This is an optimization exercise on Yosys and OpenROAD, whose aim is small area, not a production implementation. Only simulation tests tie the RTL to the original design; equivalence was not proved. No activity file was given, so power comes from the tool's default toggle rates.

==> inputs of build 21 <==
==> flow/design.v <==
package mlfq_pkg;
    localparam logic [7:0] Q1_TIME = 8'd1;
    localparam logic [7:0] Q2_TIME = 8'd2;
    localparam logic [7:0] Q3_TIME = 8'd4;
endpackage
module mlfq_queues
(
    input  logic       clk,
    input  logic       rst_n,
    input  logic       load,       
    input  logic       pop_top,    
    input  logic       pop_mid,    
    input  logic       pop_bot,    
    input  logic       push_bot,   
    input  logic [2:0] pop_idx,    
    output logic [3:0] loaded,
    output logic [3:0] top_head,
    output logic [3:0] mid_bound,
    output logic [2:0] bot_head,
    output logic [2:0] bot_tail,
    output logic       top_nonempty
);
    always_ff @(posedge clk or negedge rst_n)
    begin
        if (!rst_n)
        begin
            loaded    <= '0;
            top_head  <= '0;
            mid_bound <= '0;
            bot_head  <= '0;
            bot_tail  <= '0;
        end
        else
        begin
            loaded   <= loaded + {3'd0, load};
            top_head <= top_head + {3'd0, pop_top};
            bot_head <= bot_head + {2'd0, pop_bot};
            bot_tail <= bot_tail + {2'd0, push_bot};
            if (pop_mid)
                mid_bound <= {1'b0, pop_idx} + 1'b1;
        end
    end
    assign top_nonempty = (top_head != loaded);
endmodule
import mlfq_pkg::*;
module mlfq_three_level_scheduler_top
(
    input  logic        clk,
    input  logic        rst_n,
    input  logic        start,
    output logic        busy,
    input  logic        mode,
    input  logic [15:0] burst_len,
    input  logic [15:0] arrival_at,
    output logic        done,
    output logic        idle,
    output logic [2:0]  proc_index,
    output logic [1:0]  level,
    output logic [15:0] slice_start,
    output logic [15:0] slice_end,
    output logic [15:0] remaining,
    output logic        finished,
    output logic [15:0] turnaround,
    output logic [15:0] waiting,
    input  logic        cfg_valid,
    output logic        cfg_ready,
    input  logic [1:0]  cfg_index,
    input  logic [7:0]  cfg_data
);
    localparam int EW = 51;
    logic [8*EW-1:0] ring;
    logic [EW-1:0]   wb;
    logic [2:0]      phase, phase_n;
    logic            pending, pending_n;
    logic [1:0]      stage, stage_n;
    logic [15:0]     time_reg;
    logic [7:0]      q_top, q_mid, q_bot;
    logic            done_q, fin_q;
    logic [7:0]      run_q;
    logic [3:0]      loaded, top_head, mid_bound;
    logic [2:0]      bot_head, bot_tail;
    logic            top_ne;
    logic [2:0]      s_tick, n_tick;
    logic [15:0]     s_burst, s_arr, s_rem, n_rem;
    logic [31:0]     n_unused;
    logic            lv_mid, lv_bot, is_idle, work, load_now;
    logic            n_in_q, n_below, match_n, fire_n, work_n, more_n;
    logic [7:0]      q_raw, q_eff, run_n;
    logic [15:0]     new_rem, end_t;
    logic [16:0]     turn_d, wait_d;
    mlfq_queues u_queues (
        .clk          (clk),
        .rst_n        (rst_n),
        .load         (load_now),
        .pop_top      (work && top_ne),
        .pop_mid      (work && lv_mid),
        .pop_bot      (work && lv_bot),
        .push_bot     (work && !top_ne && !fin_q),
        .pop_idx      (phase),
        .loaded       (loaded),
        .top_head     (top_head),
        .mid_bound    (mid_bound),
        .bot_head     (bot_head),
        .bot_tail     (bot_tail),
        .top_nonempty (top_ne)
    );
    assign {s_tick, s_burst, s_arr, s_rem} = ring[EW-1:0];
    assign {n_tick, n_unused, n_rem}       = ring[2*EW-1:EW];
    assign cfg_ready = 1'b1;
    assign busy      = pending || (phase != loaded[2:0]);
    assign load_now  = start && !busy && !mode && !loaded[3];
    assign lv_mid  = !top_ne && (stage == 2'd1);
    assign lv_bot  = !top_ne && (stage == 2'd2);
    assign is_idle = !top_ne && (stage == 2'd3);
    assign work    = done_q && !is_idle;
    assign phase_n   = phase + 1'b1;
    assign pending_n = !done_q && (pending || (start && !busy && mode));
    assign stage_n   = done_q ? 2'd0 : stage + {1'b0, pending && (phase == 3'd7)};
    assign n_in_q  = ({1'b0, phase_n} < top_head) && (n_rem != '0);
    assign n_below = ({1'b0, phase_n} < mid_bound);
    always_comb
    begin
        if (top_ne)
            match_n = (phase_n == top_head[2:0]);
        else
        begin
            case (stage_n)
                2'd0:    match_n = 1'b0;
                2'd1:    match_n = n_in_q && !n_below;
                2'd2:    match_n = n_in_q && n_below && (n_tick == bot_head);
                default: match_n = 1'b1;
            endcase
        end
        fire_n = pending_n && match_n;
        work_n = fire_n && (top_ne || (stage_n != 2'd3));
        q_raw  = top_ne ? q_top : ((stage_n == 2'd1) ? q_mid : q_bot);
        q_eff  = (q_raw == '0) ? 8'd1 : q_raw;
        more_n = (n_rem > {8'd0, q_eff});
        run_n  = !work_n ? 8'd0 : (more_n ? q_eff : n_rem[7:0]);
    end
    always_comb
    begin
        logic c_r, c_a, c_b;
        logic x_r, x_a, x_b;
        logic [7:0] g, p, p0;
        logic [8:0] c;
        logic       all_hi;
        logic [16:0] e;
        g  = time_reg[7:0] & run_q;
        p  = time_reg[7:0] ^ run_q;
        p0 = p;
        for (int d = 1; d < 8; d = d * 2)
        begin
            for (int i = 7; i >= d; i--)
            begin
                g[i] = g[i] | (p[i] & g[i-d]);
                p[i] = p[i] & p[i-d];
            end
        end
        c[0] = 1'b0;
        for (int i = 0; i < 8; i++)
        begin
            c[i+1] = g[i];
            e[i]   = p0[i] ^ c[i];
        end
        all_hi = 1'b1;
        for (int i = 8; i < 16; i++)
        begin
            e[i]   = time_reg[i] ^ (c[8] & all_hi);
            all_hi = all_hi & time_reg[i];
        end
        e[16] = c[8] & all_hi;
        end_t = e[16] ? 16'hFFFF : e[15:0];
        c_r = 1'b1;
        c_a = 1'b1;
        c_b = 1'b1;
        for (int i = 0; i < 16; i++)
        begin
            x_r = (i < 8) ? !run_q[i] : 1'b1;
            new_rem[i] = s_rem[i] ^ x_r ^ c_r;
            c_r = (s_rem[i] & x_r) | (c_r & (s_rem[i] ^ x_r));
            x_a = !s_arr[i];
            turn_d[i] = end_t[i] ^ x_a ^ c_a;
            c_a = (end_t[i] & x_a) | (c_a & (end_t[i] ^ x_a));
            x_b = !s_burst[i];
            wait_d[i] = turn_d[i] ^ x_b ^ c_b;
            c_b = (turn_d[i] & x_b) | (c_b & (turn_d[i] ^ x_b));
        end
        turn_d[16] = !c_a;
        wait_d[16] = !c_b;
    end
    always_comb
    begin
        wb = {s_tick, s_burst, s_arr, new_rem};
        if (work)
        begin
            wb[EW-1:EW-3] = bot_tail;
        end
        if (load_now)
        begin
            wb[47:0] = {burst_len, arrival_at, burst_len};
        end
    end
    always_ff @(posedge clk)
    begin
        ring  <= {wb, ring[8*EW-1:EW]};
        fin_q <= work_n && !more_n;
    end
    always_ff @(posedge clk or negedge rst_n)
    begin
        if (!rst_n)
        begin
            phase    <= '0;
            pending  <= 1'b0;
            stage    <= '0;
            done_q   <= 1'b0;
            run_q    <= '0;
            time_reg <= '0;
            q_top    <= Q1_TIME;
            q_mid    <= Q2_TIME;
            q_bot    <= Q3_TIME;
        end
        else
        begin
            phase    <= phase_n;
            pending  <= pending_n;
            stage    <= stage_n;
            done_q   <= fire_n;
            run_q    <= run_n;
            time_reg <= end_t;
            if (cfg_valid)
            begin
                case (cfg_index)
                    2'd0:    q_top <= cfg_data;
                    2'd1:    q_mid <= cfg_data;
                    2'd2:    q_bot <= cfg_data;
                    default: ;
                endcase
            end
        end
    end
    assign done        = done_q;
    assign idle        = is_idle;
    assign proc_index  = phase;
    assign level       = {lv_bot, lv_mid};
    assign slice_start = is_idle ? 16'd0 : time_reg;
    assign slice_end   = is_idle ? 16'd0 : end_t;
    assign remaining   = is_idle ? 16'd0 : new_rem;
    assign finished    = fin_q;
    assign turnaround  = (fin_q && !turn_d[16]) ? turn_d[15:0] : 16'd0;
    assign waiting     = (fin_q && !turn_d[16] && !wait_d[16]) ? wait_d[15:0] : 16'd0;
endmodule
==> flow/flow/run.sh <==
#!/bin/bash
# Standard ORFS layout with area-oriented settings: port buffers of the
# smallest buffer cell and a clock tree of large sink clusters without dummy
# loads. The ORFS output goes to standard.log and the per-step logs in orfs/logs.
set -euo pipefail
cat >> config.mk <<'EOC'
export BUFFER_PORTS_ARGS = -buffer_cell sky130_fd_sc_hd__buf_1
export CTS_ARGS = -sink_clustering_enable -repair_clock_nets -dont_use_dummy_load -buf_list {sky130_fd_sc_hd__clkbuf_4 sky130_fd_sc_hd__clkbuf_8} -sink_clustering_size 20 -sink_clustering_max_diameter 60
EOC
bash standard.sh > standard.log 2>&1
==> flow/standard.sh <==
#!/bin/bash
# synth_recipe.tcl (not shown) runs the flow's synth.tcl, then flattens the netlist and writes it again
# the make line also repeats each setting of config.mk as NAME=value (left out here)
make -C /OpenROAD-flow-scripts/flow DESIGN_CONFIG=/design/flow/config.mk WORK_HOME=/design/flow/orfs CLKGATE_MAP_FILE= SYNTH_SCRIPT=/design/flow/synth_recipe.tcl "${@:-finish}"
==> flow/config.mk <==
export PLATFORM = sky130hd
export DESIGN_NAME = mlfq_three_level_scheduler_top
export DESIGN_NICKNAME = mlfq_three_level_scheduler_top
export VERILOG_FILES = /design/flow/design.v
export SDC_FILE = /design/flow/constraint.sdc
export NUM_CORES = 4
export LEC_CHECK = 0
export CAP_MARGIN = 20
export CORE_MARGIN = 2
export CORE_UTILIZATION = 40
export SLEW_MARGIN = 20
export BUFFER_PORTS_ARGS = -buffer_cell sky130_fd_sc_hd__buf_1
export CTS_ARGS = -sink_clustering_enable -repair_clock_nets -dont_use_dummy_load -buf_list {sky130_fd_sc_hd__clkbuf_4 sky130_fd_sc_hd__clkbuf_8} -sink_clustering_size 20 -sink_clustering_max_diameter 60
==> flow/constraint.sdc <==
create_clock -name core_clock -period 12.0 [get_ports {clk}]
set_input_delay 2.4000 -clock core_clock [delete_from_list [all_inputs] [get_ports {clk}]]
set_output_delay 2.4000 -clock core_clock [all_outputs]
set_load 0.01 [all_outputs]
==> trial 96 (differences from build 21) <==
==> flow/design.v, changed modules only <==
module mlfq_three_level_scheduler_top
(
    input  logic        clk,
    input  logic        rst_n,
    input  logic        start,
    output logic        busy,
    input  logic        mode,
    input  logic [15:0] burst_len,
    input  logic [15:0] arrival_at,
    output logic        done,
    output logic        idle,
    output logic [2:0]  proc_index,
    output logic [1:0]  level,
    output logic [15:0] slice_start,
    output logic [15:0] slice_end,
    output logic [15:0] remaining,
    output logic        finished,
    output logic [15:0] turnaround,
    output logic [15:0] waiting,
    input  logic        cfg_valid,
    output logic        cfg_ready,
    input  logic [1:0]  cfg_index,
    input  logic [7:0]  cfg_data
);
    localparam int EW = 51;
    logic [8*EW-1:0] ring;
    logic [EW-1:0]   wb;
    logic [2:0]      phase;
    logic            pending;
    logic [1:0]      stage;
    logic [15:0]     time_reg;
    logic [7:0]      q_top, q_mid, q_bot;
    logic [3:0]      loaded, top_head, mid_bound;
    logic [2:0]      bot_head, bot_tail;
    logic            top_ne;
    logic [2:0]      s_tick;
    logic [15:0]     s_burst, s_arr, s_rem;
    logic            in_q, below_mid, match, fire, work, fin, load_now, is_idle;
    logic            lv_mid, lv_bot, more;
    logic [7:0]      q_raw, q_eff, run, run_g;
    logic [15:0]     new_rem, end_t;
    logic [16:0]     end_sum, turn_d, wait_d;
    mlfq_queues u_queues (
        .clk          (clk),
        .rst_n        (rst_n),
        .load         (load_now),
        .pop_top      (work && top_ne),
        .pop_mid      (work && lv_mid),
        .pop_bot      (work && lv_bot),
        .push_bot     (work && !top_ne && !fin),
        .pop_idx      (phase),
        .loaded       (loaded),
        .top_head     (top_head),
        .mid_bound    (mid_bound),
        .bot_head     (bot_head),
        .bot_tail     (bot_tail),
        .top_nonempty (top_ne)
    );
    assign {s_tick, s_burst, s_arr, s_rem} = ring[EW-1:0];
    assign cfg_ready = 1'b1;
    assign busy      = pending || (phase != loaded[2:0]);
    assign load_now  = start && !busy && !mode && !loaded[3];
    assign lv_mid  = !top_ne && (stage == 2'd1);
    assign lv_bot  = !top_ne && (stage == 2'd2);
    assign is_idle = !top_ne && (stage == 2'd3);
    assign in_q      = ({1'b0, phase} < top_head) && (s_rem != '0);
    assign below_mid = ({1'b0, phase} < mid_bound);
    always_comb
    begin
        if (top_ne)
            match = (phase == top_head[2:0]);
        else
        begin
            case (stage)
                2'd0:    match = 1'b0;
                2'd1:    match = in_q && !below_mid;
                2'd2:    match = in_q && below_mid && (s_tick == bot_head);
                default: match = 1'b1;
            endcase
        end
    end
    assign fire = pending && match;
    assign work = fire && !is_idle;
    always_comb
    begin
        q_raw = top_ne ? q_top : (lv_mid ? q_mid : q_bot);
        q_eff = (q_raw == '0) ? 8'd1 : q_raw;
        more  = (s_rem > {8'd0, q_eff});
        run   = more ? q_eff : s_rem[7:0];
        run_g = work ? run : 8'd0;
        fin     = !is_idle && !more;
    end
    always_comb
    begin
        logic c_t, c_r, c_a, c_b;
        logic x_t, x_r, x_a, x_b;
        c_t = 1'b0;
        c_r = 1'b1;
        for (int i = 0; i < 16; i++)
        begin
            x_t = (i < 8) ? run_g[i] : 1'b0;
            end_sum[i] = time_reg[i] ^ x_t ^ c_t;
            c_t = (time_reg[i] & x_t) | (c_t & (time_reg[i] ^ x_t));
            x_r = (i < 8) ? !run_g[i] : 1'b1;
            new_rem[i] = s_rem[i] ^ x_r ^ c_r;
            c_r = (s_rem[i] & x_r) | (c_r & (s_rem[i] ^ x_r));
        end
        end_sum[16] = c_t;
        end_t = end_sum[16] ? 16'hFFFF : end_sum[15:0];
        c_a = 1'b1;
        c_b = 1'b1;
        for (int i = 0; i < 16; i++)
        begin
            x_a = !s_arr[i];
            turn_d[i] = end_t[i] ^ x_a ^ c_a;
            c_a = (end_t[i] & x_a) | (c_a & (end_t[i] ^ x_a));
            x_b = !s_burst[i];
            wait_d[i] = turn_d[i] ^ x_b ^ c_b;
            c_b = (turn_d[i] & x_b) | (c_b & (turn_d[i] ^ x_b));
        end
        turn_d[16] = !c_a;
        wait_d[16] = !c_b;
    end
    always_comb
    begin
        wb = {s_tick, s_burst, s_arr, new_rem};
        if (work)
        begin
            wb[EW-1:EW-3] = bot_tail;
        end
        if (load_now)
        begin
            wb[47:0] = {burst_len, arrival_at, burst_len};
        end
    end
    always_ff @(posedge clk)
    begin
        ring <= {wb, ring[8*EW-1:EW]};
    end
    always_ff @(posedge clk or negedge rst_n)
    begin
        if (!rst_n)
        begin
            phase    <= '0;
            pending  <= 1'b0;
            stage    <= '0;
            time_reg <= '0;
            q_top    <= Q1_TIME;
            q_mid    <= Q2_TIME;
            q_bot    <= Q3_TIME;
        end
        else
        begin
            phase    <= phase + 1'b1;
            time_reg <= end_t;
            if (fire)
            begin
                pending <= 1'b0;
                stage   <= '0;
            end
            else
            begin
                if (start && !busy && mode)
                    pending <= 1'b1;
                stage <= stage + {1'b0, pending && (phase == 3'd7)};
            end
            if (cfg_valid)
            begin
                case (cfg_index)
                    2'd0:    q_top <= cfg_data;
                    2'd1:    q_mid <= cfg_data;
                    2'd2:    q_bot <= cfg_data;
                    default: ;
                endcase
            end
        end
    end
    assign done        = fire;
    assign idle        = is_idle;
    assign proc_index  = phase;
    assign level       = {lv_bot, lv_mid};
    assign slice_start = is_idle ? 16'd0 : time_reg;
    assign slice_end   = is_idle ? 16'd0 : end_t;
    assign remaining   = is_idle ? 16'd0 : new_rem;
    assign finished    = fin;
    assign turnaround  = (fin && !turn_d[16]) ? turn_d[15:0] : 16'd0;
    assign waiting     = (fin && !turn_d[16] && !wait_d[16]) ? wait_d[15:0] : 16'd0;
endmodule
==> notes <==
Of build 21 and trial 96, build 21 has the higher die area (gap 2.1%, measured against trial 96).
Of build 21 and trial 96, trial 96 has the higher critical path depth (gap 23).
In trial 96 the fmax is smaller than in build 21, by about 25%.
Against build 21, the sequential share of layout area of trial 96 is lower by 6.4 points.
Trial 96 finished but fails on setup timing. Build 21 finished clean.
Worst setup slack: build 21 is higher than trial 96 (3.8 ns).
Global-route usage: trial 96 is higher than build 21 (1.1 points).
Sequential power: trial 96 is larger than build 21 (about 12%).
Against trial 96, the non-clock buffer count of build 21 is lower by 108.
==> figures <==
| quantity | trial 96 | build 21 |
|---|---|---|
| P_int | 0.00312 W | 0.00221 W |
| Number of gates resized after cts | 70 | 6 |
| Slack of the worst reg-to-reg path | 5.13 ns | 7.61 ns |
| Arrival time of data at the critical path endpoint | 13.08 ns | 9.24 ns |
| Worst setup path startpoint | u_queues.loaded[3]$_DFF_PN0_ | time_reg[0]$_DFF_PN0_ |
| Proportion of power drawn by combinational gates | 43.7% | 20.2% |
| Slew of the pin with the lowest slew margin | 0.982 ns | 0.954 ns |
| Cts bufs inserted | 36 | 34 |
| Number of clock-tree buffers in the layout | 36 | 34 |
| Critical path endpoint | waiting[7] | waiting[11] |
| Run status | finished with violations | timing/DRC/antenna clean |
| Layout check failures | setup timing | - |
| Hold Crit Endpoint | ring[46]$_DFF_P_ | ring[211]$_DFF_P_ |
| Pwr Density | 280 nW/um^2 | 196 nW/um^2 |
| Met2 WL | 13.6 mm | 11.7 mm |
| Detailed-route wire length | 28.7 mm | 26.9 mm |
| Clock period minus final worst setup slack | 15.48 ns | 11.64 ns |
| Final core occ | 49.8% | 45.4% |
| Leak pwr | 7.53 nW | 7.02 nW |

## static timing again, ports no longer ideal
How much do the figures lean on ideal ports? The routed layouts below were timed once more, with nothing changed but the port constraints. Step 1 assumes that a clkbuf_16 drives the clock port and a buf_2 every other input. Step 2 adds t to the input delays and takes it off the output delays; t is the mean of the earliest and latest rising clock arrival at the registers after step 1. Input paths then give back, and output paths get back, about the clock's delay inside the block. Slacks: ideal ports / drivers / drivers and shift; pairs: ideal ports / drivers.
| run | t, ns | setup WS [ns] | worst setup path at the end | cell pins on the clock port's net |
|---|---|---|---|---|
| build 21 | 0.577 | 0.363 / 0.316 / 0.893 | register to output | 1 |
| trial 96 | 0.594 | -3.475 / -3.526 / -2.932 | register to output | 1 |
